Source: an optimization exercise on an open RTL-to-GDS flow (aim: small area, a short achievable clock period and few clock cycles). Production flows keep margins and buffers that such runs may drop.
In this exercise RTL edits were held to simulation tests only and were not proved equivalent to the original.
Power figures rest on the tool's default switching activity, not on a simulated workload.

`design/flow/flow/run.sh`:
```
#!/bin/bash
# The standard layout, except that every input and output port gets a
# sky130_fd_sc_hd__buf_4 as its port buffer (the standard flow's own pick
# can be a slow delay cell). The full make output goes to standard.log here;
# each step's own log is under orfs/logs/.
set -euo pipefail
bash standard.sh "BUFFER_PORTS_ARGS=-buffer_cell sky130_fd_sc_hd__buf_4" finish > standard.log 2>&1
```
`design/flow/standard.sh`:
```
#!/bin/bash
# synth_recipe.tcl (not shown) runs the flow's synth.tcl, then flattens the netlist and writes it again
# the make line also repeats each setting of config.mk as NAME=value (left out here)
make -C /OpenROAD-flow-scripts/flow DESIGN_CONFIG=/design/flow/config.mk WORK_HOME=/design/flow/orfs CLKGATE_MAP_FILE= SYNTH_SCRIPT=/design/flow/synth_recipe.tcl "${@:-finish}"
```
`design/flow/config.mk`:
```
export PLATFORM = sky130hd
export DESIGN_NAME = cpu_top
export DESIGN_NICKNAME = cpu_top
export VERILOG_FILES = /design/flow/design.v
export SDC_FILE = /design/flow/constraint.sdc
export NUM_CORES = 4
export LEC_CHECK = 0
export CAP_MARGIN = 20
export CORE_MARGIN = 2
export CORE_UTILIZATION = 50
export SETUP_SLACK_MARGIN = 3.6
export SLEW_MARGIN = 20
export TNS_END_PERCENT = 20
```
`design/flow/constraint.sdc`:
```
create_clock -name core_clock -period 6.0 [get_ports {clk}]
set_input_delay 1.2000 -clock core_clock [delete_from_list [all_inputs] [get_ports {clk}]]
set_output_delay 1.2000 -clock core_clock [all_outputs]
set_load 0.01 [all_outputs]
```
`design/flow/design.v`:
```
package cpu_pkg;
    localparam int IMEM_DEPTH = 64;
    localparam int DMEM_DEPTH = 64;
    localparam int NUM_REGS   = 16;
    localparam int IW         = 22;   
    localparam logic [4:0] OP_ADD  = 5'd1;
    localparam logic [4:0] OP_SUB  = 5'd2;
    localparam logic [4:0] OP_AND  = 5'd3;
    localparam logic [4:0] OP_ORR  = 5'd4;
    localparam logic [4:0] OP_EOR  = 5'd5;
    localparam logic [4:0] OP_ADDI = 5'd6;
    localparam logic [4:0] OP_LDR  = 5'd7;
    localparam logic [4:0] OP_STR  = 5'd8;
    localparam logic [1:0] T_ALU  = 2'd0;
    localparam logic [1:0] T_ADDI = 2'd1;
    localparam logic [1:0] T_LDR  = 2'd2;
    localparam logic [1:0] T_STR  = 2'd3;
endpackage
module pipe_reg #(
    parameter int W = 1
) (
    input  logic         clk,
    input  logic         clr,
    input  logic [W-1:0] d,
    output logic [W-1:0] q
);
    always_ff @(posedge clk) begin
        if (clr) q <= '0;
        else     q <= d;
    end
endmodule
module fetch_stage (
    input  logic                   clk,
    input  logic                   rst,
    input  logic                   mem_clr,    
    input  logic                   run,
    input  logic                   stall,      
    input  logic                   load_req,
    input  logic [5:0]             load_addr,
    input  logic [31:0]            load_instr,
    output logic                   load_ack,
    output logic                   if_valid,   
    output logic                   if_uses_b,  
    output logic [cpu_pkg::IW-2:0] if_instr    
);
    localparam int IW = cpu_pkg::IW;
    logic [IW-2:0] ring [0:63];    
    logic [63:0]   ring_v;
    logic [5:0]    cnt;
    logic          go;
    logic [7:0]    cnt_lo, cnt_hi;   
    logic [7:0]    tap_lo, tap_hi;   
    logic          req_q;
    logic [5:0]    addr_q;
    logic [IW-1:0] enc_q;
    logic          pend;
    logic          wr;
    logic [4:0]    op;
    logic          is_alu;
    logic [IW-1:0] enc;
    assign op     = load_instr[27:23];
    assign is_alu = op == cpu_pkg::OP_ADD || op == cpu_pkg::OP_SUB || op == cpu_pkg::OP_AND ||
                    op == cpu_pkg::OP_ORR || op == cpu_pkg::OP_EOR;
    always_comb begin
        enc        = '0;
        enc[21]    = is_alu || op == cpu_pkg::OP_ADDI || op == cpu_pkg::OP_LDR ||
                     op == cpu_pkg::OP_STR;
        enc[20:19] = is_alu                 ? cpu_pkg::T_ALU  :
                     op == cpu_pkg::OP_ADDI ? cpu_pkg::T_ADDI :
                     op == cpu_pkg::OP_LDR  ? cpu_pkg::T_LDR  : cpu_pkg::T_STR;
        enc[18:15] = load_instr[22:19];
        enc[14:11] = (is_alu || op == cpu_pkg::OP_STR) ? load_instr[18:15] : load_instr[14:11];
        if (is_alu) begin
            enc[10:7] = load_instr[14:11];
            enc[6:5]  = 2'b00;
            enc[4]    = op == cpu_pkg::OP_EOR;
            enc[3]    = op == cpu_pkg::OP_ORR;
            enc[2]    = op == cpu_pkg::OP_AND;
            enc[1]    = op == cpu_pkg::OP_SUB;
            enc[0]    = op == cpu_pkg::OP_ADD;
        end else begin
            enc[10:0] = load_instr[10:0];
        end
    end
    always_ff @(posedge clk) begin
        addr_q <= load_addr;
        enc_q  <= enc;
    end
    assign wr = pend && cnt == addr_q;
    always_ff @(posedge clk) begin
        if (rst) begin
            req_q    <= 1'b0;
            pend     <= 1'b0;
            load_ack <= 1'b0;
        end else begin
            req_q <= load_req;
            if (wr) begin
                pend     <= 1'b0;
                load_ack <= 1'b1;
            end else if (req_q && !load_ack && !pend) begin
                pend <= 1'b1;
            end else if (!req_q) begin
                load_ack <= 1'b0;
            end
        end
    end
    always_ff @(posedge clk) begin
        ring[0] <= wr ? enc_q[IW-2:0] : ring[63];
        for (int i = 1; i < 64; i++) begin
            ring[i] <= ring[i-1];
        end
    end
    always_ff @(posedge clk) begin
        if (mem_clr) begin
            ring_v <= '0;
        end else begin
            ring_v <= {ring_v[62:0], wr ? enc_q[IW-1] : ring_v[63]};
        end
    end
    always_ff @(posedge clk) begin
        if (rst) begin
            cnt    <= '0;
            cnt_lo <= 8'd1;
            cnt_hi <= 8'd1;
        end else begin
            cnt    <= cnt + 1'b1;
            cnt_lo <= {cnt_lo[6:0], cnt_lo[7]};
            if (cnt_lo[7]) cnt_hi <= {cnt_hi[6:0], cnt_hi[7]};
        end
    end
    logic start;
    assign start = run && !mem_clr;
    always_ff @(posedge clk) begin
        if (rst) go <= 1'b0;
        else     go <= run && (go || start);
    end
    always_ff @(posedge clk) begin
        if (rst) begin
            tap_lo <= 8'h80;
            tap_hi <= 8'h80;
        end else if (!go && !start) begin
            tap_lo <= cnt_lo;
            tap_hi <= cnt_hi;
        end else if (stall) begin
            tap_lo <= {tap_lo[6:0], tap_lo[7]};
            if (tap_lo[7]) tap_hi <= {tap_hi[6:0], tap_hi[7]};
        end
    end
    logic [IW-1:0] grp [0:7];
    logic [IW-1:0] tap;
    always_comb begin
        for (int g = 0; g < 8; g++) begin
            grp[g] = '0;
            for (int w = 0; w < 8; w++) begin
                grp[g] = grp[g] | ({IW{tap_lo[w]}} & {ring_v[8*g + w], ring[8*g + w]});
            end
        end
        tap = '0;
        for (int g = 0; g < 8; g++) begin
            tap = tap | ({IW{tap_hi[g]}} & grp[g]);
        end
    end
    always_ff @(posedge clk) begin
        if (rst) begin
            if_valid <= 1'b0;
        end else if (!stall) begin
            if_valid <= (go || start) && tap[IW-1];
        end
    end
    always_ff @(posedge clk) begin
        if (!stall) begin
            if_instr  <= tap[IW-2:0];
            if_uses_b <= tap[20:19] == cpu_pkg::T_ALU || tap[20:19] == cpu_pkg::T_STR;
        end
    end
endmodule
module decode_stage (
    input  logic                   clk,
    input  logic                   rst,
    input  logic                   mem_clr,
    input  logic                   if_valid,   
    input  logic                   if_uses_b,
    input  logic [cpu_pkg::IW-2:0] if_instr,
    input  logic [31:0]            ex_data,
    input  logic                   mem_we,
    input  logic [3:0]             mem_rd,
    input  logic                   mem_is_ld,
    input  logic [31:0]            mem_alu,    
    input  logic [31:0]            mem_ld,     
    input  logic                   wb_we,
    input  logic [3:0]             wb_rd,
    input  logic [31:0]            wb_data,
    output logic                   stall,
    output logic                   id_we,
    output logic [3:0]             id_rd,
    output logic                   id_ld,
    output logic                   id_st,
    output logic                   id_sum,     
    output logic                   id_sub,
    output logic                   id_and,
    output logic                   id_or,
    output logic                   id_xor,
    output logic [31:0]            id_a,
    output logic [31:0]            id_b,
    output logic [5:0]             id_imm6
);
    logic [31:0] regs [0:cpu_pkg::NUM_REGS-1];
    logic [15:0] reg_v;
    always_ff @(posedge clk) begin
        if (wb_we) regs[wb_rd] <= wb_data;
    end
    always_ff @(posedge clk) begin
        if (mem_clr)    reg_v <= '0;
        else if (wb_we) reg_v[wb_rd] <= 1'b1;
    end
    logic        v;
    logic [1:0]  t;
    logic [3:0]  rn;
    logic [3:0]  rb;
    logic [10:0] imm;
    logic        is_alu, is_st, is_ld, uses_b;
    logic [3:0]  rd;
    logic [31:0] a_val, b_val;
    logic        ex_a, ex_b;       
    logic        m_a, m_b;         
    logic        is_sub;
    assign v      = if_valid;
    assign t      = if_instr[20:19];
    assign rn     = if_instr[18:15];
    assign rb     = if_instr[14:11];
    assign imm    = if_instr[10:0];
    assign is_alu = t == cpu_pkg::T_ALU;
    assign is_ld  = t == cpu_pkg::T_LDR;
    assign is_st  = t == cpu_pkg::T_STR;
    assign uses_b = if_uses_b;
    assign rd     = is_alu ? imm[10:7] : rb;
    assign a_val = (wb_we && wb_rd == rn) ? wb_data : (reg_v[rn] ? regs[rn] : 32'd0);
    assign b_val = (wb_we && wb_rd == rb) ? wb_data : (reg_v[rb] ? regs[rb] : 32'd0);
    assign ex_a  = id_we && id_rd == rn;
    assign ex_b  = id_we && id_rd == rb && uses_b;
    assign m_a   = mem_we && mem_rd == rn;
    assign m_b   = mem_we && mem_rd == rb && uses_b;
    assign is_sub = is_alu && imm[1];
    assign stall  = v && ((id_ld && (id_rd == rn || (uses_b && id_rd == rb))) ||
                          (is_sub && (ex_b || (m_b && mem_is_ld))));
    always_ff @(posedge clk) begin
        if (rst || stall) begin
            id_we <= 1'b0;
            id_ld <= 1'b0;
            id_st <= 1'b0;
        end else begin
            id_we <= v && !is_st;
            id_ld <= v && is_ld;
            id_st <= v && is_st;
        end
    end
    always_ff @(posedge clk) begin
        id_rd   <= rd;
        id_sum  <= is_alu ? (imm[0] || imm[1]) : (t == cpu_pkg::T_ADDI);
        id_sub  <= is_alu && imm[1];
        id_and  <= is_alu && imm[2];
        id_or   <= is_alu && imm[3];
        id_xor  <= is_alu && imm[4];
        id_a    <= ({32{ex_a}}                   & ex_data)
                 | ({32{!ex_a && m_a}}           & mem_ld)
                 | ({32{!ex_a && m_a}}           & mem_alu)
                 | ({32{!ex_a && !m_a}}          & a_val);
        id_b    <= ({32{ex_b}}                   & ex_data)
                 | ({32{!ex_b && m_b}}           & mem_ld)
                 | ({32{!ex_b && m_b}}           & (mem_alu ^ {32{is_sub}}))
                 | ({32{uses_b && !ex_b && !m_b}} & (b_val ^ {32{is_sub}}))
                 | ({32{!uses_b}}                & {21'd0, imm});
        id_imm6 <= imm[5:0];
    end
endmodule
module execute_stage (
    input  logic [31:0] a,
    input  logic [31:0] b,
    input  logic [5:0]  imm6,
    input  logic        sum,
    input  logic        sub,
    input  logic        op_and,
    input  logic        op_or,
    input  logic        op_xor,
    output logic [31:0] store_data,
    output logic [7:0]  hit_lo,
    output logic [7:0]  hit_hi,
    output logic [31:0] result      
);
    logic [31:0] op_a, op_b, s;
    assign op_a = a;
    assign op_b = b;
    logic [31:0] g, p, cy;
    always_comb begin
        logic [31:0] gg, pp, gn, pn;
        g  = op_a & op_b;
        p  = op_a ^ op_b;
        gg = g;
        pp = p;
        for (int lv = 0; lv < 5; lv++) begin
            gn = gg;
            pn = pp;
            for (int i = 0; i < 32; i++) begin
                if (i >= (1 << lv)) begin
                    if (i == (1 << lv)) begin
                        gn[i] = gg[i] | (pp[i] & g[0]) | (pp[i] & p[0] & sub);
                    end else begin
                        gn[i] = gg[i] | (pp[i] & gg[i - (1 << lv)]);
                    end
                    pn[i] = pp[i] & pp[i - (1 << lv)];
                end
            end
            gg = gn;
            pp = pn;
        end
        cy[0] = sub;
        cy[1] = g[0] | (p[0] & sub);
        for (int i = 2; i < 32; i++) cy[i] = gg[i-1];
    end
    assign s = p ^ cy;
    assign store_data = op_b;
    assign result = ({32{sum}}    & s)
                  | ({32{op_and}} & (op_a & op_b))
                  | ({32{op_or}}  & (op_a | op_b))
                  | ({32{op_xor}} & (op_a ^ op_b));
    function automatic logic [7:0] sum_hot(input logic [2:0] x, input logic [2:0] y,
                                           input logic cin);
        logic [7:0] h;
        logic [3:0] k;
        for (int n = 0; n < 8; n++) begin
            k    = {n[2:0], 1'b0};
            h[n] = ((x[0] ^ y[0] ^ cin) == k[1]) &&
                   ((x[1] ^ y[1] ^ ((x[0] & y[0]) | ((x[0] | y[0]) & !k[1]))) == k[2]) &&
                   ((x[2] ^ y[2] ^ ((x[1] & y[1]) | ((x[1] | y[1]) & !k[2]))) == k[3]);
        end
        sum_hot = h;
    endfunction
    logic [5:0] base;
    logic       c3;       
    assign base = op_a[5:0];
    assign c3   = (base[2] & imm6[2]) | ((base[2] | imm6[2]) &
                  ((base[1] & imm6[1]) | ((base[1] | imm6[1]) & base[0] & imm6[0])));
    assign hit_lo = sum_hot(base[2:0], imm6[2:0], 1'b0);
    assign hit_hi = sum_hot(base[5:3], imm6[5:3], c3);
endmodule
module memory_stage (
    input  logic        clk,
    input  logic        mem_clr,
    input  logic [7:0]  e_lo,       
    input  logic [7:0]  e_hi,
    input  logic        e_re,
    input  logic [7:0]  hit_lo,     
    input  logic [7:0]  hit_hi,
    input  logic        we,
    input  logic [31:0] wdata,
    output logic [31:0] rdata
);
    logic [31:0] dmem [0:cpu_pkg::DMEM_DEPTH-1];
    logic [63:0] dmem_v;
    always_ff @(posedge clk) begin
        for (int g = 0; g < 8; g++) begin
            for (int w = 0; w < 8; w++) begin
                if (we && hit_hi[g] && hit_lo[w]) dmem[8*g + w] <= wdata;
            end
        end
    end
    always_ff @(posedge clk) begin
        for (int g = 0; g < 8; g++) begin
            for (int w = 0; w < 8; w++) begin
                if (mem_clr)                           dmem_v[8*g + w] <= 1'b0;
                else if (we && hit_hi[g] && hit_lo[w]) dmem_v[8*g + w] <= 1'b1;
            end
        end
    end
    logic [63:0] sel;
    always_ff @(posedge clk) begin
        for (int g = 0; g < 8; g++) begin
            for (int w = 0; w < 8; w++) begin
                sel[8*g + w] <= e_re && e_hi[g] && e_lo[w] &&
                                (dmem_v[8*g + w] || (we && hit_hi[g] && hit_lo[w]));
            end
        end
    end
    always_comb begin
        rdata = '0;
        for (int k = 0; k < 64; k++) begin
            rdata = rdata | ({32{sel[k]}} & dmem[k]);
        end
    end
endmodule
module cpu_top (
    input  logic        clk,
    input  logic        rst,
    input  logic        run,
    input  logic        load_req,
    input  logic [5:0]  load_addr,
    input  logic [31:0] load_instr,
    output logic        load_ack,
    output logic        retire_valid,
    output logic [3:0]  retire_rd,
    output logic [31:0] retire_data
);
    logic                   mem_clr;
    logic                   stall;
    logic                   if_valid;
    logic                   if_uses_b;
    logic [cpu_pkg::IW-2:0] if_instr;
    logic        id_we, id_ld, id_st, id_sum, id_sub, id_and, id_or, id_xor;
    logic [3:0]  id_rd;
    logic [31:0] id_a, id_b;
    logic [5:0]  id_imm6;
    logic [31:0] store_data, alu_result, ld_data;
    logic [7:0]  hit_lo, hit_hi;
    logic        em_we, em_ld, em_st;
    logic [3:0]  em_rd;
    logic [31:0] em_alu, em_sdata;
    logic [7:0]  em_hlo, em_hhi;
    logic        wb_we;
    logic [3:0]  wb_rd;
    logic [31:0] wb_alu, wb_ld, wb_data;
    always_ff @(posedge clk) mem_clr <= rst;
    fetch_stage u_fetch (
        .clk        (clk),
        .rst        (rst),
        .mem_clr    (mem_clr),
        .run        (run),
        .stall      (stall),
        .load_req   (load_req),
        .load_addr  (load_addr),
        .load_instr (load_instr),
        .load_ack   (load_ack),
        .if_valid   (if_valid),
        .if_uses_b  (if_uses_b),
        .if_instr   (if_instr)
    );
    decode_stage u_decode (
        .clk      (clk),
        .rst      (rst),
        .mem_clr  (mem_clr),
        .if_valid (if_valid),
        .if_uses_b(if_uses_b),
        .if_instr (if_instr),
        .ex_data  (alu_result),
        .mem_we   (em_we),
        .mem_rd   (em_rd),
        .mem_is_ld(em_ld),
        .mem_alu  (em_alu),
        .mem_ld   (ld_data),
        .wb_we    (wb_we),
        .wb_rd    (wb_rd),
        .wb_data  (wb_data),
        .stall    (stall),
        .id_we    (id_we),
        .id_rd    (id_rd),
        .id_ld    (id_ld),
        .id_st    (id_st),
        .id_sum   (id_sum),
        .id_sub   (id_sub),
        .id_and   (id_and),
        .id_or    (id_or),
        .id_xor   (id_xor),
        .id_a     (id_a),
        .id_b     (id_b),
        .id_imm6  (id_imm6)
    );
    execute_stage u_execute (
        .a          (id_a),
        .b          (id_b),
        .imm6       (id_imm6),
        .sum        (id_sum),
        .sub        (id_sub),
        .op_and     (id_and),
        .op_or      (id_or),
        .op_xor     (id_xor),
        .store_data (store_data),
        .hit_lo     (hit_lo),
        .hit_hi     (hit_hi),
        .result     (alu_result)
    );
    always_ff @(posedge clk) begin
        if (rst) begin
            em_we <= 1'b0;
            em_st <= 1'b0;
        end else begin
            em_we <= id_we;
            em_st <= id_st;
        end
    end
    always_ff @(posedge clk) begin
        em_ld    <= id_ld;
        em_rd    <= id_rd;
        em_alu   <= alu_result;
        em_sdata <= store_data;
        em_hlo   <= hit_lo;
        em_hhi   <= hit_hi;
    end
    memory_stage u_memory (
        .clk     (clk),
        .mem_clr (mem_clr),
        .e_lo    (hit_lo),
        .e_hi    (hit_hi),
        .e_re    (id_ld),
        .hit_lo  (em_hlo),
        .hit_hi  (em_hhi),
        .we      (em_st),
        .wdata   (em_sdata),
        .rdata   (ld_data)
    );
    always_ff @(posedge clk) begin
        if (rst) wb_we <= 1'b0;
        else     wb_we <= em_we;
    end
    always_ff @(posedge clk) begin
        wb_rd  <= em_rd;
        wb_alu <= em_alu;
        wb_ld  <= ld_data;
    end
    assign wb_data = wb_alu | wb_ld;
    always_ff @(posedge clk) begin
        if (rst) retire_valid <= 1'b0;
        else     retire_valid <= wb_we;
    end
    always_ff @(posedge clk) begin
        retire_rd   <= wb_rd;
        retire_data <= wb_data;
    end
endmodule
```
==> results.json, run 1 <==
{
  "status": "timing/DRC/antenna clean",
  "synth_fp_nets": 9433,
  "antenna_found_initial": 36,
  "wl_met2_um": 247000,
  "postRouteAntennaNets": 0,
  "synth_top_cell_by_area": "edfxtp_1",
  "fin_crit_ns": 2.92,
  "fin_cells": 14500,
  "wirelength_met1_um": 203000,
  "dr_wl_met3_um": 83700,
  "ys_ff_latch": 4489,
  "ys_seq_area_frac": 0.756,
  "async_flop_share": 0,
  "layout.nets": 10100,
  "hold_buffers": 0,
  "start_util": 0.502,
  "top_layer": "met5",
  "path_max_fanout": 64,
  "multi_input_area_um2": 38000,
  "detail_route.first_pass.iterations": 6,
  "rr_worst_depth": 3,
  "p_leak_nw": 64.2,
  "cts_tree": "done",
  "syn-cell-area_um2": 153000,
  "core_um2": 305000,
  "wire_per_inst_um": 39.9,
  "hold_class": "primary input to flop",
  "ys.warnings.count": 8,
  "worst_pin_slew_ns": 1.28,
  "syn_inst": 9309,
  "fillers": 22200,
  "dieArea_um2": 311000,
  "finalWirelength_um": 579000,
  "synth.top_cell.area_share": 0.506,
  "clock_latency_ns": 1.03,
  "htree_levels": 5,
  "die_h_um": 557,
  "grt_max_degree": 84,
  "rsz0062_at_grt": "true",
  "slowest_delay_ns": 0.98,
  "synth.distinct_cells": 78,
  "dp_slack_ns": 2.28,
  "post-route-cell-area_um2": 186000,
  "hold_viol_final": 0,
  "vias_per_cell": 6.97,
  "drive_above_1_share": 0.247,
  "min_path_cells": 1,
  "numCtsBuffers": 435,
  "synth_edf_count": 2582,
  "max_freq_ghz": 0.342,
  "finalPower_mw": 60.0,
  "rows": 203,
  "finalSetupViolations": 0,
  "gp_congestion": 0.917,
  "remaining_drc_errors": 0,
  "startpoint_type": "flop",
  "crit_chain": "buf_4 > and3_2 > buf_4",
  "powerDensity_nw_per_um2": 324,
  "globalRouteOverflowTotal": 0,
  "finalSetupTns_ns": 0,
  "track_usage": 0.364,
  "syn_area_per_cell_um2": 16.4,
  "crit_required_ns": 6.62,
  "worstSetupPathDepth": 3,
  "cts-root-buf": "clkbuf_16",
  "path_class": "flop to flop",
  "irDropWorstVdd_mv": 0.283,
  "die_width_um": 557,
  "slew_headroom": 0.144,
  "grt_pass1_wl_um": 781000,
  "slew_viol_final": 0,
  "clk_pin_slew_ns": 0.06,
  "io_pins": 80,
  "dp_cells": 13100,
  "yosysMostFrequentCell": "edfxtp_1",
  "dpl.hpwl_um": 281000,
  "crit_family": "buffers and inverters",
  "cpMaxStageDelayCell": "and3_2",
  "drtIter0Drc": 17800,
  "ys.flop_type": "edfxtp_1",
  "numPortBuffers": 75,
  "clockBufferDepth": 4,
  "cp-end-kind": "flop",
  "max_cap_violations": 0,
  "place_area_um2": 159000,
  "crit_arrival_ns": 3.54,
  "fin_ws_ns": 3.08,
  "clock_sinks": 4489,
  "finalClockSkew_ns": 0.0981,
  "regArea_um2": 116000,
  "synth_common_cells": "edfxtp_1 (2582), dfxtp_1 (1907), a22oi_1 (766)",
  "grt_pass1_vias": 96200,
  "critPathBufInv": 2,
  "syn_to_final_growth_pct": 21.2,
  "synth_area_leaders": "edfxtp_1 (51%), dfxtp_1 (25%), mux4_2 (4.8%)",
  "vias": 101000,
  "critPathMostFrequentCell": "buf_4",
  "fin_crit_sh": 0.487
}
[metrics by stage]
step	util	hold slack [ns]
floorplan	-	0.329
global placement	0.521	0.333
detailed placement	0.521	0.337
CTS	0.602	0.254
global route	0.608	0.245
finish	0.608	0.289
[kinds of logic (layout without fill, tap and decap cells)]
| group | Yosys count | in the layout | share of synthesized area |
|---|---|---|---|
| buffers and inverters | 723 | 1798 | 0.0185 |
| adders and majority gates | 82 | 82 | 0.00675 |
| and+or+nand+nor | 1236 | 1242 | 0.0415 |
| xor gates and xnor gates | 109 | 109 | 0.00623 |
| DFF | 4489 | 4489 | 0.756 |
| muxes | 410 | 411 | 0.0537 |
| other | 0 | 16 | 0 |
| AOI/OAI and AO/OA | 2260 | 2261 | 0.118 |
[cell type report]
cell class / instances / area share
sequential: 4489 / 0.626
inverter: 149 / 0.00309
multi-input combinational: 4105 / 0.205
tap: 4100 / 0.0276
clock inverter: 214 / 0.0118
antenna: 16 / 0.000216
timing repair inverter: 1 / 0.0000270
clock buffer: 590 / 0.0653
timing repair buffer: 844 / 0.0614
[worst register-to-register path: cells and delay by family (launching register included)]
| kind | cells | cell delay [ns] |
|---|---|---|
| and+or+nand+nor | 1 | 0.99 |
| DFF | 1 | 0.37 |
| buffers and inverters | 2 | 1.18 |
[power by group]
part	internal (mW)	switching [mW]
Combinational	0.0994	0.242
Sequential	32.2	0.0677
Clock	15.4	12.0
Total	47.7	12.3
[routing by layer]
layer  track usage  vias to the layer above
met5      0.000154                        -
met4         0.223                       30
met3         0.116                     2130
met2         0.531                     8326
met1         0.473                    51600
li1              -                    39000
[cell usage in the layout (no fill, tap or decap), types with 84 or more instances in the layout]
master / n
buf_4: 476
a22oi_1: 762
nand2_1: 226
a221oi_1: 343
a221oi_2: 192
edfxtp_1: 2582
a22o_1: 540
nor2_1: 241
dfxtp_4: 92
dfxtp_1: 1757
clkbuf_1: 101
buf_16: 101
buf_12: 142
nor3_1: 84
mux4_2: 326
nand4_1: 324
inv_1: 136
clkbuf_16: 452
[state kept, by name, summed over array words and instances (netlist names), 32 cells and up, named ones only]
signal and flops:
u_decode.regs 512, u_decode.id_a 32, em_sdata 32, retire_data 32, u_decode.id_b 32, u_fetch.ring_v 64
u_fetch.ring 1344, u_memory.sel 64, u_memory.dmem 2048, em_alu 32, wb_alu 32, wb_ld 32
u_memory.dmem_v 64
[worst paths after layout]
check | start | end | slack (ns)
min reg2reg | u_fetch.ring[29][17]$_DFF_P_ | u_fetch.ring[30][17]$_DFF_P_ | 0.32
max reg2reg | em_st$_SDFF_PP0_ | u_memory.dmem[56][3]$_DFFE_PP_ | 3.08
min | load_instr[21] | u_fetch.enc_q[17]$_DFF_P_ | 0.29
max | em_st$_SDFF_PP0_ | u_memory.dmem[56][3]$_DFFE_PP_ | 3.08
[timing repair]
| action | CTS | global route |
|---|---|---|
| pin swaps | 271 | 106 |
| buffers inserted | 356 | 95 |
| setup endpoints to repair | 1664 | 1433 |
| gates cloned | 82 | 6 |
| hold endpoints to repair | 0 | 0 |
| resized for setup | 1018 | 144 |
Testbench counts, summed over its fixed seeds: cycles 25,521.
==> inputs of run 2 (changes only) <==
--- a/design/flow/design.v
+++ b/design/flow/design.v
@@ -348,36 +348,38 @@
     input  logic        mem_clr,
     input  logic [7:0]  e_lo,       
     input  logic [7:0]  e_hi,
-    input  logic        e_re,
-    input  logic [7:0]  hit_lo,     
-    input  logic [7:0]  hit_hi,
-    input  logic        we,
+    input  logic        e_re,       
+    input  logic        e_we,       
     input  logic [31:0] wdata,
     output logic [31:0] rdata
 );
     logic [31:0] dmem [0:cpu_pkg::DMEM_DEPTH-1];
     logic [63:0] dmem_v;
+    logic [63:0] wsel;
+    logic [63:0] sel;
     always_ff @(posedge clk) begin
         for (int g = 0; g < 8; g++) begin
             for (int w = 0; w < 8; w++) begin
-                if (we && hit_hi[g] && hit_lo[w]) dmem[8*g + w] <= wdata;
+                wsel[8*g + w] <= e_we && e_hi[g] && e_lo[w];
             end
         end
     end
     always_ff @(posedge clk) begin
-        for (int g = 0; g < 8; g++) begin
-            for (int w = 0; w < 8; w++) begin
-                if (mem_clr)                           dmem_v[8*g + w] <= 1'b0;
-                else if (we && hit_hi[g] && hit_lo[w]) dmem_v[8*g + w] <= 1'b1;
-            end
+        for (int k = 0; k < 64; k++) begin
+            if (wsel[k]) dmem[k] <= wdata;
+        end
+    end
+    always_ff @(posedge clk) begin
+        for (int k = 0; k < 64; k++) begin
+            if (mem_clr)      dmem_v[k] <= 1'b0;
+            else if (wsel[k]) dmem_v[k] <= 1'b1;
         end
     end
-    logic [63:0] sel;
     always_ff @(posedge clk) begin
         for (int g = 0; g < 8; g++) begin
             for (int w = 0; w < 8; w++) begin
                 sel[8*g + w] <= e_re && e_hi[g] && e_lo[w] &&
-                                (dmem_v[8*g + w] || (we && hit_hi[g] && hit_lo[w]));
+                                (dmem_v[8*g + w] || wsel[8*g + w]);
             end
         end
     end
@@ -411,10 +413,9 @@
     logic [5:0]  id_imm6;
     logic [31:0] store_data, alu_result, ld_data;
     logic [7:0]  hit_lo, hit_hi;
-    logic        em_we, em_ld, em_st;
+    logic        em_we, em_ld;
     logic [3:0]  em_rd;
     logic [31:0] em_alu, em_sdata;
-    logic [7:0]  em_hlo, em_hhi;
     logic        wb_we;
     logic [3:0]  wb_rd;
     logic [31:0] wb_alu, wb_ld, wb_data;
@@ -478,21 +479,14 @@
         .result     (alu_result)
     );
     always_ff @(posedge clk) begin
-        if (rst) begin
-            em_we <= 1'b0;
-            em_st <= 1'b0;
-        end else begin
-            em_we <= id_we;
-            em_st <= id_st;
-        end
+        if (rst) em_we <= 1'b0;
+        else     em_we <= id_we;
     end
     always_ff @(posedge clk) begin
         em_ld    <= id_ld;
         em_rd    <= id_rd;
         em_alu   <= alu_result;
         em_sdata <= store_data;
-        em_hlo   <= hit_lo;
-        em_hhi   <= hit_hi;
     end
     memory_stage u_memory (
         .clk     (clk),
@@ -500,9 +494,7 @@
         .e_lo    (hit_lo),
         .e_hi    (hit_hi),
         .e_re    (id_ld),
-        .hit_lo  (em_hlo),
-        .hit_hi  (em_hhi),
-        .we      (em_st),
+        .e_we    (id_st),
         .wdata   (em_sdata),
         .rdata   (ld_data)
     );
==> design/flow/run.sh (new file) <==
#!/bin/bash
# synth_recipe.tcl (not shown) runs the flow's synth.tcl, then flattens the netlist and writes it again
# the make line also repeats each setting of config.mk as NAME=value (left out here)
make -C /OpenROAD-flow-scripts/flow DESIGN_CONFIG=/design/flow/config.mk WORK_HOME=/design/flow/orfs CLKGATE_MAP_FILE= SYNTH_SCRIPT=/design/flow/synth_recipe.tcl finish
removed: design/flow/flow/run.sh
removed: design/flow/standard.sh
==> results.json, run 2 <==
{
  "layout_common_cells": "edfxtp_1 (2582), dfxtp_1 (1708), a22oi_1 (760)",
  "fin_cells": 14600,
  "grt_use_met2": 0.516,
  "rows": 203,
  "hold_viol_final": 0,
  "drive_above_1_share": 0.252,
  "synth_top_cell_by_area": "edfxtp_1",
  "ys.warnings.count": 8,
  "fin_crit_sh": 0.472,
  "clock_latency_ns": 1.02,
  "synth-simple-area-share": 0.0396,
  "numPortBuffers": 75,
  "regMostFlops": "u_memory.dmem",
  "finalSetupViolations": 0,
  "finalWirelength_um": 590000,
  "synth_compound_area_frac": 0.119,
  "worst_pin_slew_ns": 1.37,
  "ys_ff_latch": 4536,
  "p_leak_nw": 61.9,
  "path_max_fanout": 8,
  "hold_class": "flop to flop",
  "io_pins": 80,
  "clk_pin_slew_ns": 0.06,
  "powerDensity_nw_per_um2": 325,
  "synth_edf_count": 2582,
  "crit_arrival_ns": 3.69,
  "synth.distinct_cells": 87,
  "grt_max_degree": 106,
  "ys.flop_type": "edfxtp_1",
  "gp_congestion": 0.900,
  "vias_per_cell": 7.04,
  "top_usage_layer": "met2",
  "rsz0062_at_grt": "true",
  "max_cap_violations": 0,
  "track_usage": 0.363,
  "grt_pass1_wl_um": 789000,
  "slew_viol_final": 0,
  "startpoint_type": "flop",
  "syn_to_final_growth_pct": 21.7,
  "status": "timing/DRC/antenna clean",
  "synth_top_family_by_area": "compound AO/OA/AOI/OAI gates",
  "syn-cell-area_um2": 154000,
  "max_freq_ghz": 0.353,
  "synth_fp_nets": 9466,
  "dp_slack_ns": 2.44,
  "fin_ws_ns": 3.17,
  "fin_crit_ns": 2.83,
  "dp_cells": 13200,
  "path_class": "flop to flop",
  "largestRegisters": "u_memory.dmem (2048), u_fetch.ring (1344), u_decode.regs (512)",
  "postRouteAntennaNets": 0,
  "muxShareOfSynthArea": 0.0529,
  "hold_buffers": 0,
  "dieArea_um2": 313000,
  "clockBufferDepth": 4,
  "clock_sinks": 4536,
  "globalRouteOverflowTotal": 0,
  "yosysMostFrequentCell": "edfxtp_1",
  "grt_use_met3": 0.130,
  "finalSetupTns_ns": 0,
  "core_um2": 306000,
  "numCtsBuffers": 438,
  "htree_levels": 5,
  "ys_seq_area_frac": 0.757,
  "finalClockSkew_ns": 0.0934,
  "drtIter0Drc": 19100,
  "crit_required_ns": 6.85,
  "largest_reg_flops": 2048,
  "synth-xor-area-share": 0.00653,
  "wire_per_inst_um": 40.3,
  "remaining_drc_errors": 0,
  "dpl.hpwl_um": 275000,
  "detail_route.first_pass.iterations": 18,
  "synth_common_cells": "edfxtp_1 (2582), dfxtp_1 (1954), a22oi_1 (762)",
  "grt_util_met1": 0.480,
  "mostFrequentLayoutCell": "edfxtp_1",
  "syn_inst": 9342,
  "start_util": 0.503,
  "grt_pass1_vias": 96600,
  "irDropWorstVdd_mv": 0.278,
  "synth_fa_ha_area_frac": 0.00670,
  "r2r_setup_slack_ns": 3.17,
  "layout.nets": 10200,
  "async_flop_share": 0,
  "die_width_um": 559,
  "antenna_found_initial": 50,
  "cp-end-kind": "flop",
  "synth.top_cell.area_share": 0.503,
  "cts-root-buf": "clkbuf_16",
  "cts_tree": "done",
  "slew_headroom": 0.0892,
  "syn_area_per_cell_um2": 16.5,
  "synth_area_leaders": "edfxtp_1 (50%), dfxtp_1 (25%), mux4_2 (4.7%)",
  "vias": 103000,
  "die_h_um": 559
}
[run 2: path summary, 6_finish.rpt]
kind | to | start | cells past startpoint
max | u_decode.id_b[27]$_DFF_P_ | u_memory.sel[31]$_DFF_P_ | 9
min | u_fetch.ring[57][10]$_DFF_P_ | u_fetch.ring[56][10]$_DFF_P_ | 0
max reg2reg | u_decode.id_b[27]$_DFF_P_ | u_memory.sel[31]$_DFF_P_ | 9
min reg2reg | u_fetch.ring[57][10]$_DFF_P_ | u_fetch.ring[56][10]$_DFF_P_ | 0
[run 2: metrics by stage]
step | hold slack, ns | instance area (um2) | util | total power, mW
after floorplan | 0.331 | 154000 | - | 33.4
after global placement | 0.332 | 160000 | 0.522 | 33.6
after global routing | 0.338 | 187000 | 0.612 | 62.2
final | 0.318 | 188000 | 0.612 | 60.9
after CTS | 0.322 | 185000 | 0.605 | 60.9
after detailed placement | 0.336 | 160000 | 0.522 | 33.6
[run 2: worst max-delay path, stage by stage, from the launching register on]
cell,delay (ns)
dfxtp_4,0.43
buf_16,0.20
buf_16,0.20
a22o_1,0.25
a221oi_2,0.25
nand4_1,0.16
or4_4,0.63
o21ai_2,0.17
o211ai_1,0.11
a311o_1,0.27
[run 2: cell type report]
class	count	area [um2]
repair buffers	885	12000
inverters	126	484
flip-flops and latches	4536	117000
diodes	52	130
multi-input cells	4116	38000
clock buffers	641	12700
fillers	22000	119000
clock inverters	178	1970
well taps	4100	5130
[run 2: timing repair]
item                        CTS  global route
pin swaps                   215           104
setup endpoints to repair   564           498
setup buffers               404            92
gates cloned                 78             9
resized for setup          1185           192
[run 2: power by group]
group | leakage, nW | internal, mW | switching [mW] | total, mW
combinational | 16.7 | 0.119 | 0.265 | 0.384
clock | 7.19 | 16.0 | 12.0 | 28.0
sequential | 38.0 | 32.5 | 0.0577 | 32.6
total | 61.9 | 48.6 | 12.3 | 60.9
[run 2: logic make-up (layout without fill, tap and decap cells)]
| family | after synthesis | after routing |
|---|---|---|
| compound gates | 2288 | 2289 |
| xor+xnor | 115 | 115 |
| fa+ha+maj | 82 | 82 |
| buf+inv | 699 | 1830 |
| flops | 4536 | 4536 |
| mux | 405 | 407 |
| other cells | 0 | 52 |
| simple gates | 1217 | 1223 |
[run 2: per-layer routing]
metal  up-vias  routed length [um]
met5         -                 356
met1     52400              207000
met4        44               43100
li1      39300                   -
met3      2147               92200
met2      9124              246000
Testbench counts of run 2, summed over its fixed seeds: cycles 25,521.
==> inputs of run 3 (changes only) <==
--- a/design/flow/config.mk
+++ b/design/flow/config.mk
@@ -10,4 +10,4 @@
 export CORE_UTILIZATION = 50
 export SETUP_SLACK_MARGIN = 3.6
 export SLEW_MARGIN = 20
-export TNS_END_PERCENT = 20
+export TNS_END_PERCENT = 10
==> results.json, run 3 <==
{
  "hold_viol_final": 0,
  "synth_edf_count": 2582,
  "synth_compound_area_frac": 0.119,
  "vias_per_cell": 7.03,
  "rr_worst_depth": 8,
  "irDropWorstVdd_mv": 0.279,
  "finalPower_mw": 60.9,
  "synth-simple-area-share": 0.0396,
  "layout.nets": 10100,
  "synth.distinct_cells": 87,
  "path_class": "flop to flop",
  "slew_headroom": 0.115,
  "multi_input_area_um2": 37300,
  "ys.warnings.count": 8,
  "grt_pass1_wl_um": 781000,
  "io_pins": 80,
  "muxShareOfSynthArea": 0.0529,
  "crit_arrival_ns": 3.67,
  "rows": 203,
  "fin_crit_sh": 0.470,
  "synth-xor-area-share": 0.00653,
  "grt_max_degree": 106,
  "regMostFlops": "u_memory.dmem",
  "largestRegisters": "u_memory.dmem (2048), u_fetch.ring (1344), u_decode.regs (512)",
  "cts-root-buf": "clkbuf_16",
  "r2r-end": "u_decode.id_a[11]$_DFF_P_",
  "status": "timing/DRC/antenna clean",
  "yosysMostFrequentCell": "edfxtp_1",
  "mostFrequentLayoutCell": "edfxtp_1",
  "synth_top_cell_by_area": "edfxtp_1",
  "slew_viol_final": 0,
  "dpl.hpwl_um": 275000,
  "synth_fp_nets": 9466,
  "syn_inst": 9342,
  "numPortBuffers": 75,
  "async_flop_share": 0,
  "place_area_um2": 160000,
  "finalClockSkew_ns": 0.0928,
  "r2r_start": "u_memory.sel[31]$_DFF_P_",
  "fillers": 22300,
  "clockBufferDepth": 4,
  "synth_fa_ha_area_frac": 0.00670,
  "finalSetupViolations": 0,
  "crit_end": "u_decode.id_a[11]$_DFF_P_",
  "globalRouteOverflowTotal": 0,
  "track_usage": 0.359,
  "fin_crit_ns": 2.82,
  "path_max_fanout": 10,
  "remaining_drc_errors": 0,
  "clock_sinks": 4536,
  "powerDensity_nw_per_um2": 328,
  "regArea_um2": 117000,
  "drtIter0Drc": 18600,
  "drive_above_1_share": 0.233,
  "cp-end-kind": "flop",
  "crit_start": "u_memory.sel[31]$_DFF_P_",
  "syn_to_final_growth_pct": 20.4,
  "crit_required_ns": 6.85,
  "min_path_cells": 0,
  "grt_pass1_vias": 96100,
  "syn_area_per_cell_um2": 16.5,
  "largest_reg_flops": 2048,
  "rsz0062_at_grt": "true",
  "synth_common_cells": "edfxtp_1 (2582), dfxtp_1 (1954), a22oi_1 (762)",
  "die_width_um": 559,
  "ys_seq_area_frac": 0.757,
  "finalWirelength_um": 587000,
  "cts_tree": "done",
  "core_um2": 306000,
  "r2r_setup_slack_ns": 3.18,
  "ys.flop_type": "edfxtp_1",
  "antenna_found_initial": 47,
  "clk_pin_slew_ns": 0.06,
  "max_freq_ghz": 0.355,
  "post-route-cell-area_um2": 186000,
  "synth_area_leaders": "edfxtp_1 (50%), dfxtp_1 (25%), mux4_2 (4.7%)",
  "wire_per_inst_um": 40.4,
  "postRouteAntennaNets": 0,
  "numCtsBuffers": 438,
  "max_cap_violations": 0,
  "detail_route.first_pass.iterations": 7,
  "hold_class": "flop to flop",
  "worst_pin_slew_ns": 1.33,
  "start_util": 0.503,
  "finalSetupTns_ns": 0,
  "vias": 102000,
  "synth_top_family_by_area": "compound AO/OA/AOI/OAI gates",
  "gp_congestion": 0.900,
  "p_leak_nw": 61.2,
  "ys_ff_latch": 4536,
  "syn-cell-area_um2": 154000,
  "hold_buffers": 0,
  "layout_common_cells": "edfxtp_1 (2582), dfxtp_1 (1729), a22oi_1 (760)",
  "htree_levels": 5,
  "startpoint_type": "flop",
  "synth.top_cell.area_share": 0.503,
  "dieArea_um2": 313000,
  "die_h_um": 559,
  "clock_latency_ns": 1.01
}
[run 3: stage by stage]
stage	std cells	hold WS, ns	utilization	setup slack, ns
detailed placement	13200	0.336	0.522	2.44
global placement	13200	0.332	0.522	2.40
global route	14500	0.339	0.606	3.17
floorplan	9342	0.331	-	3.27
finish	14500	0.318	0.606	3.18
CTS	14400	0.322	0.600	3.08
[run 3: metal layers]
metal	routed length, um	vias to the layer above	track usage	share of wire
met5	567	-	0.00137	0.00097
met4	43600	54	0.217	0.074
met3	89800	2187	0.129	0.15
met2	245000	8776	0.510	0.42
met1	208000	52000	0.472	0.35
li1	-	39100	-	-
[run 3: cell families after synthesis]
family / count (synthesis)
fa+ha+maj: 82
xor+xnor: 115
compound gates: 2288
flops: 4536
buf+inv: 699
mux: 405
simple gates: 1217
[run 3: where the power goes]
part           total, mW  switching [mW]  internal, mW
registers           32.6          0.0551          32.5
logic              0.381           0.269         0.112
clock network       28.0            12.0          16.0
total               60.9            12.3          48.6
[run 3: layout make-up]
cell class	instances	share of cell area
inverter	126	0.00261
tap	4100	0.0276
clock inverter	178	0.0106
timing repair buffer	801	0.0581
antenna	39	0.000526
sequential	4536	0.631
clock buffer	641	0.0683
multi-input combinational	4116	0.201
[run 3: how the worst min path moves through the flow]
stage | slack [ns] | startpoint | endpoint
2_1_floorplan | 0.33 | u_fetch.ring[9][15]$_DFF_P_ | u_fetch.ring[10][15]$_DFF_P_
4_1_cts | 0.32 | u_fetch.ring[62][10]$_DFF_P_ | u_fetch.ring[63][10]$_DFF_P_
3_5_place_dp | 0.34 | u_fetch.ring[6][17]$_DFF_P_ | u_fetch.ring[7][17]$_DFF_P_
6_report | 0.32 | u_fetch.ring[62][10]$_DFF_P_ | u_fetch.ring[63][10]$_DFF_P_
5_1_grt | 0.34 | u_fetch.ring[53][5]$_DFF_P_ | u_fetch.ring[54][5]$_DFF_P_
3_3_place_gp | 0.33 | u_fetch.ring[6][12]$_DFF_P_ | u_fetch.ring[7][12]$_DFF_P_
[run 3: timing repair]
action	4_1_cts	5_1_grt
endpoints found under the setup margin	564	483
hold endpoints to repair	0	0
resized for setup	921	154
pin swaps	183	39
cloned	66	12
buffers inserted	366	55
[run 3: critical path: stages (launching register included)]
cell and delay (ns):
dfxtp_4 0.43, buf_16 0.20, buf_12 0.18, a22o_1 0.25, a221oi_2 0.23, nand4_1 0.22, or4_4 0.67, o311ai_2 0.38
nand2_1 0.10
==> inputs of run 4 (changes only) <==
--- a/design/flow/config.mk
+++ b/design/flow/config.mk
@@ -8,6 +8,6 @@
 export CAP_MARGIN = 20
 export CORE_MARGIN = 2
 export CORE_UTILIZATION = 50
-export SETUP_SLACK_MARGIN = 3.6
+export SETUP_SLACK_MARGIN = 3.8
 export SLEW_MARGIN = 20
 export TNS_END_PERCENT = 10
==> results.json, run 4 <==
{
  "status": "timing/DRC/antenna clean",
  "largestRegisters": "u_memory.dmem (2048), u_fetch.ring (1344), u_decode.regs (512)",
  "remaining_drc_errors": 0,
  "mostFrequentLayoutCell": "edfxtp_1",
  "max_cap_violations": 0,
  "layout_common_cells": "edfxtp_1 (2582), dfxtp_1 (1723), a22oi_1 (747)",
  "cts-root-buf": "clkbuf_16",
  "wirelength_met1_um": 206000,
  "fin_crit_ns": 2.91,
  "cpMaxStageDelayCell": "or4_4",
  "wire_per_inst_um": 39.9,
  "postRouteAntennaNets": 0,
  "synth_area_leaders": "edfxtp_1 (50%), dfxtp_1 (25%), mux4_2 (4.7%)",
  "detail_route.first_pass.iterations": 9,
  "syn_to_final_growth_pct": 21.4,
  "worst_pin_slew_ns": 1.33,
  "critPathMostFrequentCell": "a221oi_2",
  "finalWirelength_um": 582000,
  "crit_chain": "buf_12 > a22o_1 > a221oi_2 > nand4_1 > or4_4 > nor2_4 > o2bb2ai_1 > a221oi_2 > o31ai_1",
  "path_class": "flop to flop",
  "fin_cells": 14600,
  "async_flop_share": 0,
  "slew_headroom": 0.114,
  "r2r_setup_slack_ns": 3.09,
  "cp-end-kind": "flop",
  "synth.distinct_cells": 87,
  "clockBufferDepth": 4,
  "cts_tree": "done",
  "ys_ff_latch": 4536,
  "ys.warnings.count": 8,
  "drive_above_1_share": 0.249,
  "r2r-end": "u_decode.id_b[7]$_DFF_P_",
  "regMostFlops": "u_memory.dmem",
  "slowest_delay_ns": 0.78,
  "die_width_um": 559,
  "min_path_cells": 0,
  "dp_cells": 13200,
  "syn_inst": 9342,
  "finalSetupTns_ns": 0,
  "synth_top_cell_by_area": "edfxtp_1",
  "clk_pin_slew_ns": 0.06,
  "grt_max_degree": 106,
  "clock_sinks": 4536,
  "p_leak_nw": 61.6,
  "synth_common_cells": "edfxtp_1 (2582), dfxtp_1 (1954), a22oi_1 (762)",
  "irDropWorstVdd_mv": 0.288,
  "ys_seq_area_frac": 0.757,
  "vias_per_cell": 6.99,
  "rows": 203,
  "top_layer": "met5",
  "synth_fp_nets": 9466,
  "crit_required_ns": 6.85,
  "synth.top_cell.area_share": 0.503,
  "slew_viol_final": 0,
  "globalRouteOverflowTotal": 0,
  "rsz0062_at_grt": "true",
  "grt_pass1_wl_um": 773000,
  "start_util": 0.503,
  "numPortBuffers": 75,
  "htree_levels": 5,
  "dieArea_um2": 313000,
  "drtIter0Drc": 17500,
  "finalClockSkew_ns": 0.0671,
  "worstHoldEndpoint": "u_fetch.ring[53][5]$_DFF_P_",
  "syn-cell-area_um2": 154000,
  "rr_worst_depth": 9,
  "syn_area_per_cell_um2": 16.5,
  "path_max_fanout": 32,
  "crit_arrival_ns": 3.77,
  "max_freq_ghz": 0.343,
  "dpl.hpwl_um": 274000,
  "grt_pass1_vias": 95600,
  "yosysMostFrequentCell": "edfxtp_1",
  "die_h_um": 559,
  "dr_wl_met3_um": 86500,
  "ys.flop_type": "edfxtp_1",
  "powerDensity_nw_per_um2": 327,
  "core_um2": 306000,
  "layout.nets": 10200,
  "startpoint_type": "flop",
  "largest_reg_flops": 2048,
  "r2r_start": "u_memory.sel[41]$_DFF_P_",
  "hold_class": "flop to flop",
  "clock_latency_ns": 1.01,
  "gp_congestion": 0.868,
  "synth_edf_count": 2582,
  "numCtsBuffers": 440,
  "wl_met2_um": 247000,
  "track_usage": 0.355,
  "antenna_found_initial": 36,
  "min_from": "u_fetch.ring[52][5]$_DFF_P_",
  "vias": 102000,
  "io_pins": 80,
  "hold_viol_final": 0,
  "finalSetupViolations": 0,
  "fin_crit_sh": 0.486
}
[run 4: cell count changes in the layout (fill, tap and decap cells not counted), moves of 22 or more]
cell,previous run,this run
clkbuf_8,68,42
clkinv_2,70,93
dlygate4sd2_1,23,0
a221oi_1,374,331
a221oi_2,163,201
buf_2,1,30
clkinv_1,46,68
clkbuf_1,118,82
[run 4: where the power goes]
group | internal [mW] | total (mW) | leakage (nW) | switching (mW)
clock | 16.2 | 28.3 | 7.23 | 12.1
sequential | 32.5 | 32.6 | 38.0 | 0.0566
combinational | 0.114 | 0.378 | 16.4 | 0.264
[run 4: routing by layer]
layer / GRT usage / vias up
met5: 0.00152 / -
met4: 0.213 / 20
met3: 0.112 / 2006
met2: 0.508 / 8563
met1: 0.474 / 52100
li1: - / 39100
[run 4: worst max path at each step]
stage | start | end | slack, ns | cells after the start
2_1_floorplan | wb_rd[3]$_DFF_P_ | u_decode.regs[13][0]$_DFFE_PP_ | 3.29 | 3
3_3_place_gp | u_fetch.if_instr[11]$_DFFE_PN_ | u_fetch.tap_hi[6]$_SDFFE_PP0P_ | 2.00 | 9
3_5_place_dp | u_fetch.if_instr[11]$_DFFE_PN_ | u_fetch.tap_hi[0]$_SDFFE_PP0P_ | 2.05 | 9
4_1_cts | retire_data[5]$_DFF_P_ | retire_data[5] | 3.26 | 1
5_1_grt | u_memory.sel[28]$_DFF_P_ | u_decode.id_b[7]$_DFF_P_ | 3.13 | 10
6_report | u_memory.sel[41]$_DFF_P_ | u_decode.id_b[7]$_DFF_P_ | 3.09 | 9
[run 4: what timing repair did]
item / CTS / global route
setup endpoints to repair: 836 / 778
gates cloned: 65 / 25
pin swaps: 171 / 160
hold buffers: 0 / 0
gates resized for setup: 1024 / 341
buffers inserted: 318 / 114
[run 4: worst max-delay path: cells and delay by family, from the launching register on]
kind	cells	cell delay, ns
AO/OA/AOI/OAI	5	0.91
AND/OR/NAND/NOR	3	1.24
buffers and inverters	1	0.20
flip-flops	1	0.33
[run 4: area by class of cell]
type,count,area (um2)
antenna,51,128
clock buffer,569,12000
clock inverter,254,2730
fill,22000,119000
inverter,126,480
multi-input combinational,4115,38200
sequential,4536,117000
tap,4100,5130
timing repair buffer,820,11200
[run 4: cell families after synthesis]
| group | share of synthesized area |
|---|---|
| simple gates | 0.0396 |
| compound gates | 0.119 |
| buf+inv | 0.0189 |
| xor+xnor | 0.00653 |
| mux | 0.0529 |
| fa+ha+maj | 0.00670 |
| flops | 0.757 |
[run 4: metrics by stage]
| step | worst slack (ns) | total power, mW | hold slack, ns | instance area (um2) | util |
|---|---|---|---|---|---|
| after floorplan | 3.29 | 33.4 | 0.331 | 154000 | - |
| after global placement | 2.00 | 33.6 | 0.333 | 160000 | 0.522 |
| after detailed placement | 2.05 | 33.6 | 0.336 | 160000 | 0.522 |
| after CTS | 3.26 | 61.2 | 0.321 | 184000 | 0.599 |
| after global routing | 3.13 | 62.5 | 0.328 | 187000 | 0.611 |
| final | 3.09 | 61.2 | 0.325 | 187000 | 0.611 |
==> inputs of run 5 (changes only) <==
--- a/design/flow/config.mk
+++ b/design/flow/config.mk
@@ -8,6 +8,6 @@
 export CAP_MARGIN = 20
 export CORE_MARGIN = 2
 export CORE_UTILIZATION = 50
-export SETUP_SLACK_MARGIN = 3.8
+export SETUP_SLACK_MARGIN = 3.9
 export SLEW_MARGIN = 20
-export TNS_END_PERCENT = 10
+export TNS_END_PERCENT = 20
==> results.json, run 5 <==
{
  "irDropWorstVdd_mv": 0.331,
  "dpl.hpwl_um": 280000,
  "syn-cell-area_um2": 154000,
  "seqPwrFrac": 0.529,
  "finalWirelength_um": 595000,
  "yosysMostFrequentCell": "edfxtp_1",
  "htree_levels": 5,
  "io_pins": 80,
  "slowest_delay_ns": 0.69,
  "worst_pin_slew_ns": 1.39,
  "detail_route.first_pass.iterations": 9,
  "synth_area_leaders": "edfxtp_1 (50%), dfxtp_1 (25%), mux4_2 (4.7%)",
  "syn_to_final_growth_pct": 23.6,
  "critPathBufInv": 4,
  "cp-end-kind": "flop",
  "grt_use_met3": 0.124,
  "ys.warnings.count": 8,
  "synth_top_cell_by_area": "edfxtp_1",
  "clockBufferDepth": 4,
  "powerDensity_nw_per_um2": 323,
  "drive_above_1_share": 0.276,
  "slew_headroom": 0.0761,
  "antenna_found_initial": 41,
  "startpoint_type": "flop",
  "clock_latency_ns": 1.00,
  "cts-root-buf": "clkbuf_16",
  "critPathMostFrequentCell": "buf_16",
  "wire_per_inst_um": 40.3,
  "rows": 203,
  "cts_tree": "done",
  "finalSetupTns_ns": 0,
  "die_width_um": 559,
  "layout_common_cells": "edfxtp_1 (2582), dfxtp_1 (1706), a22oi_1 (755)",
  "clock_sinks": 4536,
  "track_usage": 0.365,
  "numCtsBuffers": 439,
  "fin_crit_sh": 0.464,
  "clkPwrFrac": 0.464,
  "dieArea_um2": 313000,
  "rsz0062_at_grt": "true",
  "vias_per_cell": 7.01,
  "regMostFlops": "u_memory.dmem",
  "dp_slack_ns": 2.04,
  "p_sw_mw": 12.4,
  "p_leak_nw": 63.3,
  "cpMaxStageDelayCell": "or4_4",
  "hold_viol_final": 0,
  "synth_common_cells": "edfxtp_1 (2582), dfxtp_1 (1954), a22oi_1 (762)",
  "grt_pass1_wl_um": 793000,
  "globalRouteOverflowTotal": 0,
  "top_usage_layer": "met2",
  "r2r-end": "u_decode.id_b[9]$_DFF_P_",
  "numPortBuffers": 75,
  "r2r_setup_slack_ns": 3.22,
  "ys_ff_latch": 4536,
  "crit_end": "u_decode.id_b[9]$_DFF_P_",
  "grt_max_degree": 80,
  "grt_util_met1": 0.479,
  "crit_required_ns": 6.83,
  "max_cap_violations": 0,
  "fin_crit_ns": 2.78,
  "start_util": 0.503,
  "hold_class": "flop to flop",
  "crit_arrival_ns": 3.61,
  "remaining_drc_errors": 0,
  "syn_area_per_cell_um2": 16.5,
  "fin_ws_ns": 3.22,
  "syn_inst": 9342,
  "drtIter0Drc": 18000,
  "min_from": "u_fetch.ring[22][5]$_DFF_P_",
  "clk_pin_slew_ns": 0.06,
  "max_freq_ghz": 0.359,
  "synth_edf_count": 2582,
  "hold_ws_ns": 0.327,
  "p_int_mw": 49.1,
  "largest_reg_flops": 2048,
  "synth.top_cell.area_share": 0.503,
  "mostFrequentLayoutCell": "edfxtp_1",
  "status": "timing/DRC/antenna clean",
  "grt_use_met2": 0.523,
  "slew_viol_final": 0,
  "path_class": "flop to flop",
  "fillers": 21700,
  "layout.nets": 10300,
  "ys_seq_area_frac": 0.757,
  "finalPower_mw": 61.6,
  "dp_cells": 13200,
  "die_h_um": 559,
  "hold_buffers": 0,
  "post-route-util": 0.622,
  "rr_worst_depth": 11,
  "grt_pass1_vias": 97200,
  "fin_cells": 14800,
  "crit_start": "u_memory.sel[8]$_DFF_P_",
  "postRouteAntennaNets": 0,
  "finalSetupViolations": 0,
  "gp_congestion": 0.871,
  "synth.distinct_cells": 87,
  "vias": 103000,
  "combPwrFrac": 0.006,
  "crit_family": "simple AND/OR/NAND/NOR gates",
  "core_um2": 306000,
  "worstSetupPathDepth": 11,
  "place_area_um2": 160000,
  "path_max_fanout": 7,
  "largestRegisters": "u_memory.dmem (2048), u_fetch.ring (1344), u_decode.regs (512)",
  "swShare": 0.202,
  "async_flop_share": 0,
  "ys.flop_type": "edfxtp_1",
  "crit_chain": "buf_12 > buf_16 > buf_16 > buf_4 > a221oi_2 > nand4_1 > or4_4 > o21ai_2 > o221ai_1 > a21oi_1 > o211ai_1",
  "synth_fp_nets": 9466,
  "post-route-cell-area_um2": 191000,
  "r2r_start": "u_memory.sel[8]$_DFF_P_",
  "finalClockSkew_ns": 0.0811
}
[run 5: layout make-up]
type | instances | area (um2) | area share
timing repair buffer | 1000 | 13600 | 0.0714
tap | 4100 | 5130 | 0.0269
clock inverter | 218 | 2440 | 0.0128
antenna | 50 | 125 | 0.000657
multi-input combinational | 4118 | 39000 | 0.205
inverter | 126 | 489 | 0.00257
clock buffer | 607 | 12600 | 0.0660
sequential | 4536 | 117000 | 0.615
[run 5: repair_timing]
item / in CTS / in global routing
cloned: 87 / 22
setup endpoints to repair: 860 / 898
pin swaps: 251 / 192
buffers inserted: 429 / 148
resized for setup: 1349 / 334
[run 5: cells by family (layout without fill, tap and decap cells)]
logic type | after synthesis | in the layout | share of synthesized area
flops | 4536 | 4536 | 0.757
compound gates | 2288 | 2289 | 0.119
buf+inv | 699 | 1951 | 0.0189
other cells | 0 | 50 | 0
simple gates | 1217 | 1224 | 0.0396
xor+xnor | 115 | 115 | 0.00653
fa+ha+maj | 82 | 82 | 0.00670
mux | 405 | 408 | 0.0529
[run 5: power by group through the flow]
stage	Clock, mW	Sequential [mW]	Combinational (mW)
3_3_place_gp	0	33.3	0.259
3_5_place_dp	0	33.3	0.258
6_report	28.6	32.6	0.400
2_1_floorplan	0	33.2	0.169
4_1_cts	28.6	32.6	0.356
5_1_grt	29.9	32.6	0.412
[run 5: per-layer routing]
layer / share of wire / wire length [um] / vias to the layer above
li1: - / - / 39500
met1: 0.35 / 208000 / 52700
met2: 0.42 / 252000 / 8967
met3: 0.15 / 90100 / 2218
met4: 0.075 / 44800 / 22
met5: 0.00067 / 400 / -
[run 5: how the worst min path moves through the flow]
| stage | to | slack, ns | cells after the start |
|---|---|---|---|
| 6_report | u_fetch.ring[23][5]$_DFF_P_ | 0.33 | 0 |
| 5_1_grt | u_fetch.ring[2][11]$_DFF_P_ | 0.34 | 0 |
| 4_1_cts | u_fetch.ring[23][5]$_DFF_P_ | 0.33 | 0 |
| 3_5_place_dp | u_fetch.ring[19][10]$_DFF_P_ | 0.34 | 0 |
| 3_3_place_gp | u_fetch.ring[53][12]$_DFF_P_ | 0.33 | 0 |
| 2_1_floorplan | u_fetch.ring[10][15]$_DFF_P_ | 0.33 | 0 |
==> inputs of run 6 (changes only) <==
--- a/design/flow/config.mk
+++ b/design/flow/config.mk
@@ -7,7 +7,7 @@
 export LEC_CHECK = 0
 export CAP_MARGIN = 20
 export CORE_MARGIN = 2
-export CORE_UTILIZATION = 50
-export SETUP_SLACK_MARGIN = 3.9
+export CORE_UTILIZATION = 55
+export SETUP_SLACK_MARGIN = 3.6
 export SLEW_MARGIN = 20
-export TNS_END_PERCENT = 20
+export TNS_END_PERCENT = 10
==> results.json, run 6 <==
{
  "status": "timing/DRC/antenna clean",
  "seqPwrFrac": 0.538,
  "mostFrequentLayoutCell": "edfxtp_1",
  "min_from": "u_fetch.ring[37][0]$_DFF_P_",
  "die_width_um": 533,
  "synth.distinct_cells": 87,
  "track_usage": 0.393,
  "p_sw_mw": 12.3,
  "ys_ff_latch": 4536,
  "cts-root-buf": "clkbuf_16",
  "synth_common_cells": "edfxtp_1 (2582), dfxtp_1 (1954), a22oi_1 (762)",
  "grt_max_degree": 98,
  "r2r_start": "u_memory.sel[50]$_DFF_P_",
  "detail_route.first_pass.iterations": 9,
  "syn-cell-area_um2": 154000,
  "cpMaxStageDelayCell": "or4_4",
  "rsz0062_at_grt": "true",
  "synth_edf_count": 2582,
  "ys.warnings.count": 8,
  "drive_above_1_share": 0.242,
  "irDropWorstVdd_mv": 0.290,
  "remaining_drc_errors": 0,
  "ys_seq_area_frac": 0.757,
  "crit_arrival_ns": 3.67,
  "finalWirelength_um": 580000,
  "synth_top_cell_by_area": "edfxtp_1",
  "slew_headroom": 0.107,
  "synth_fp_nets": 9466,
  "postRouteAntennaNets": 0,
  "slew_viol_final": 0,
  "io_pins": 80,
  "ys.flop_type": "edfxtp_1",
  "start_util": 0.552,
  "r2r_setup_slack_ns": 3.17,
  "hold_viol_final": 0,
  "r2r-end": "u_decode.id_a[25]$_DFF_P_",
  "layout_common_cells": "edfxtp_1 (2582), dfxtp_1 (1713), a22oi_1 (757)",
  "finalSetupViolations": 0,
  "gp_congestion": 0.874,
  "finalClockSkew_ns": 0.0568,
  "finalPower_mw": 60.6,
  "clkPwrFrac": 0.456,
  "finalSetupTns_ns": 0,
  "max_cap_violations": 0,
  "vias_per_cell": 7.17,
  "core_um2": 279000,
  "htree_levels": 5,
  "syn_inst": 9342,
  "largestRegisters": "u_memory.dmem (2048), u_fetch.ring (1344), u_decode.regs (512)",
  "numCtsBuffers": 431,
  "dpl.hpwl_um": 279000,
  "clk_pin_slew_ns": 0.06,
  "rr_worst_depth": 8,
  "cts_tree": "done",
  "multi_input_area_um2": 37800,
  "fin_crit_ns": 2.83,
  "vias": 101000,
  "slowest_delay_ns": 0.68,
  "combPwrFrac": 0.006,
  "powerDensity_nw_per_um2": 328,
  "yosysMostFrequentCell": "edfxtp_1",
  "rows": 194,
  "post-route-cell-area_um2": 185000,
  "async_flop_share": 0,
  "die_h_um": 533,
  "largest_reg_flops": 2048,
  "swShare": 0.202,
  "fillers": 18900,
  "syn_to_final_growth_pct": 19.9,
  "worstHoldEndpoint": "u_fetch.ring[38][0]$_DFF_P_",
  "regMostFlops": "u_memory.dmem",
  "clock_latency_ns": 1.00,
  "syn_area_per_cell_um2": 16.5,
  "synth_area_leaders": "edfxtp_1 (50%), dfxtp_1 (25%), mux4_2 (4.7%)",
  "grt_pass1_wl_um": 772000,
  "crit_required_ns": 6.84,
  "critPathMostFrequentCell": "a22o_1",
  "grt_pass1_vias": 94900,
  "path_max_fanout": 12,
  "startpoint_type": "flop",
  "wire_per_inst_um": 41.0,
  "crit_chain": "buf_8 > a22o_1 > a221oi_1 > nand4_1 > or4_4 > nor3_1 > nor2_1 > a22o_1",
  "p_int_mw": 48.3,
  "regArea_um2": 117000,
  "p_leak_nw": 61.0,
  "dp_slack_ns": 1.85,
  "hold_class": "flop to flop",
  "place_area_um2": 159000,
  "fin_ws_ns": 3.17,
  "cp-end-kind": "flop",
  "layout.nets": 10100,
  "min_path_cells": 0,
  "max_freq_ghz": 0.353,
  "numPortBuffers": 75,
  "dieArea_um2": 285000,
  "drtIter0Drc": 17900,
  "antenna_found_initial": 29,
  "worst_pin_slew_ns": 1.34,
  "clock_sinks": 4536,
  "fin_crit_sh": 0.472,
  "globalRouteOverflowTotal": 0,
  "synth.top_cell.area_share": 0.503,
  "post-route-util": 0.662,
  "clockBufferDepth": 4,
  "path_class": "flop to flop"
}
-- run 6: changes by cell type in the layout (fill, tap and decap cells not counted), sizes merged --
cell      change
buf         -208
diode        -18
inv           +5
clkinv       -15
nand3         -2
clkinvlp      -2
bufinv        -6
mux4          -2
clkbuf        +1
-- run 6: worst max path at each step --
| stage | start | endpoint |
|---|---|---|
| 6_report | u_memory.sel[50]$_DFF_P_ | u_decode.id_a[25]$_DFF_P_ |
| 5_1_grt | u_decode.id_b[0]$_DFF_P_ | u_decode.id_b[25]$_DFF_P_ |
| 4_1_cts | u_fetch.load_ack$_SDFFE_PP0P_ | load_ack |
| 3_5_place_dp | u_fetch.if_instr[11]$_DFFE_PN_ | u_fetch.tap_hi[5]$_SDFFE_PP0P_ |
| 3_3_place_gp | u_fetch.if_instr[11]$_DFFE_PN_ | u_fetch.tap_hi[1]$_SDFFE_PP0P_ |
| 2_1_floorplan | wb_rd[3]$_DFF_P_ | u_decode.regs[11][0]$_DFFE_PP_ |
-- run 6: per-layer routing --
layer  global-route usage  vias to the layer above  part of all wire
met5              0.00483                        -           0.00057
met4                0.216                       32             0.065
met3                0.124                     1838              0.15
met2                0.566                     8657              0.43
met1                0.532                    51800              0.35
li1                     -                    39000                 -
-- run 6: critical path: cells and delay by family (launching register included) --
family	cells	cell delay, ns
buffers and inverters	1	0.25
DFF	1	0.44
and+or+nand+nor	4	1.19
AOI/OAI and AO/OA	3	0.80
-- run 6: per-stage QoR --
| stage | cells | hold slack, ns |
|---|---|---|
| 4_1_cts | 13900 | 0.328 |
| 3_5_place_dp | 12800 | 0.336 |
| 5_1_grt | 14100 | 0.327 |
| 6_report | 14100 | 0.330 |
| 3_3_place_gp | 12800 | 0.332 |
| 2_1_floorplan | 9342 | 0.331 |
-- run 6: repair_timing --
item	4_1_cts	5_1_grt
pin swaps	127	164
gates resized for setup	886	387
setup buffers	265	148
hold buffers	0	0
endpoints found under the setup margin	648	682
cloned	51	22
-- run 6: power by group through the flow --
stage | Combinational, mW | Sequential [mW] | Clock (mW)
2_1_floorplan | 0.169 | 33.2 | 0
3_3_place_gp | 0.278 | 33.3 | 0
3_5_place_dp | 0.276 | 33.3 | 0
4_1_cts | 0.346 | 32.6 | 27.6
5_1_grt | 0.402 | 32.6 | 29.0
6_report | 0.389 | 32.6 | 27.6
-- run 6: cell type report --
| cell class | instances | area share |
|---|---|---|
| flip-flops and latches | 4536 | 0.634 |
| clock inverters | 200 | 0.0117 |
| multi-input cells | 4114 | 0.204 |
| inverters | 126 | 0.00262 |
| clock buffers | 609 | 0.0659 |
| diodes | 32 | 0.000433 |
| well taps | 3724 | 0.0252 |
| repair buffers | 791 | 0.0561 |
-- run 6: cells by family (layout without fill, tap and decap cells) --
kind of cell	Yosys count	count (layout)	share of synthesized area
flip-flops	4536	4536	0.757
AO/OA/AOI/OAI	2288	2289	0.119
AND/OR/NAND/NOR	1217	1222	0.0396
buffers and inverters	699	1726	0.0189
multiplexers	405	406	0.0529
XOR/XNOR	115	115	0.00653
adder cells (fa/ha/maj)	82	82	0.00670
other	0	32	0

re-timing with driven ports:
Ports are ideal in the flow. The routed layouts listed here were re-timed in OpenROAD.
Step 1 assumes that a clkbuf_16 drives the clock port and a buf_2 every other input.
Step 2 times the ports against the registers' clock, not the clock port: input delays grow and output delays shrink by t, the midpoint of the rising clock arrivals with the driver on.
Slacks: ideal / step 1 / step 2; pairs: ideal / step 1.
| run | shift t [ns] | slack for setup (ns) | hold slack, ns | clock arrival spread, ns |
|---|---|---|---|---|
| run 1 | 1.081 | 3.076 / 3.076 / 3.076 | 0.289 / 0.218 / 0.317 | 0.102 / 0.102 |
| run 2 | 1.071 | 3.166 / 3.166 / 2.835 | 0.318 / 0.318 / 0.318 | 0.094 / 0.093 |
| run 3 | 1.063 | 3.179 / 3.093 / 2.855 | 0.318 / 0.318 / 0.318 | 0.095 / 0.094 |
| run 4 | 1.081 | 3.087 / 3.087 / 2.773 | 0.325 / 0.325 / 0.325 | 0.073 / 0.073 |
| run 5 | 1.063 | 3.216 / 3.215 / 2.862 | 0.327 / 0.327 / 0.327 | 0.094 / 0.094 |
| run 6 | 1.067 | 3.169 / 3.169 / 2.887 | 0.330 / 0.330 / 0.330 | 0.067 / 0.066 |
After both steps every run listed still meets setup and hold. The setup slack of run 5, which loses most, moves by -0.001 ns with the drivers and by -0.354 ns with both steps.
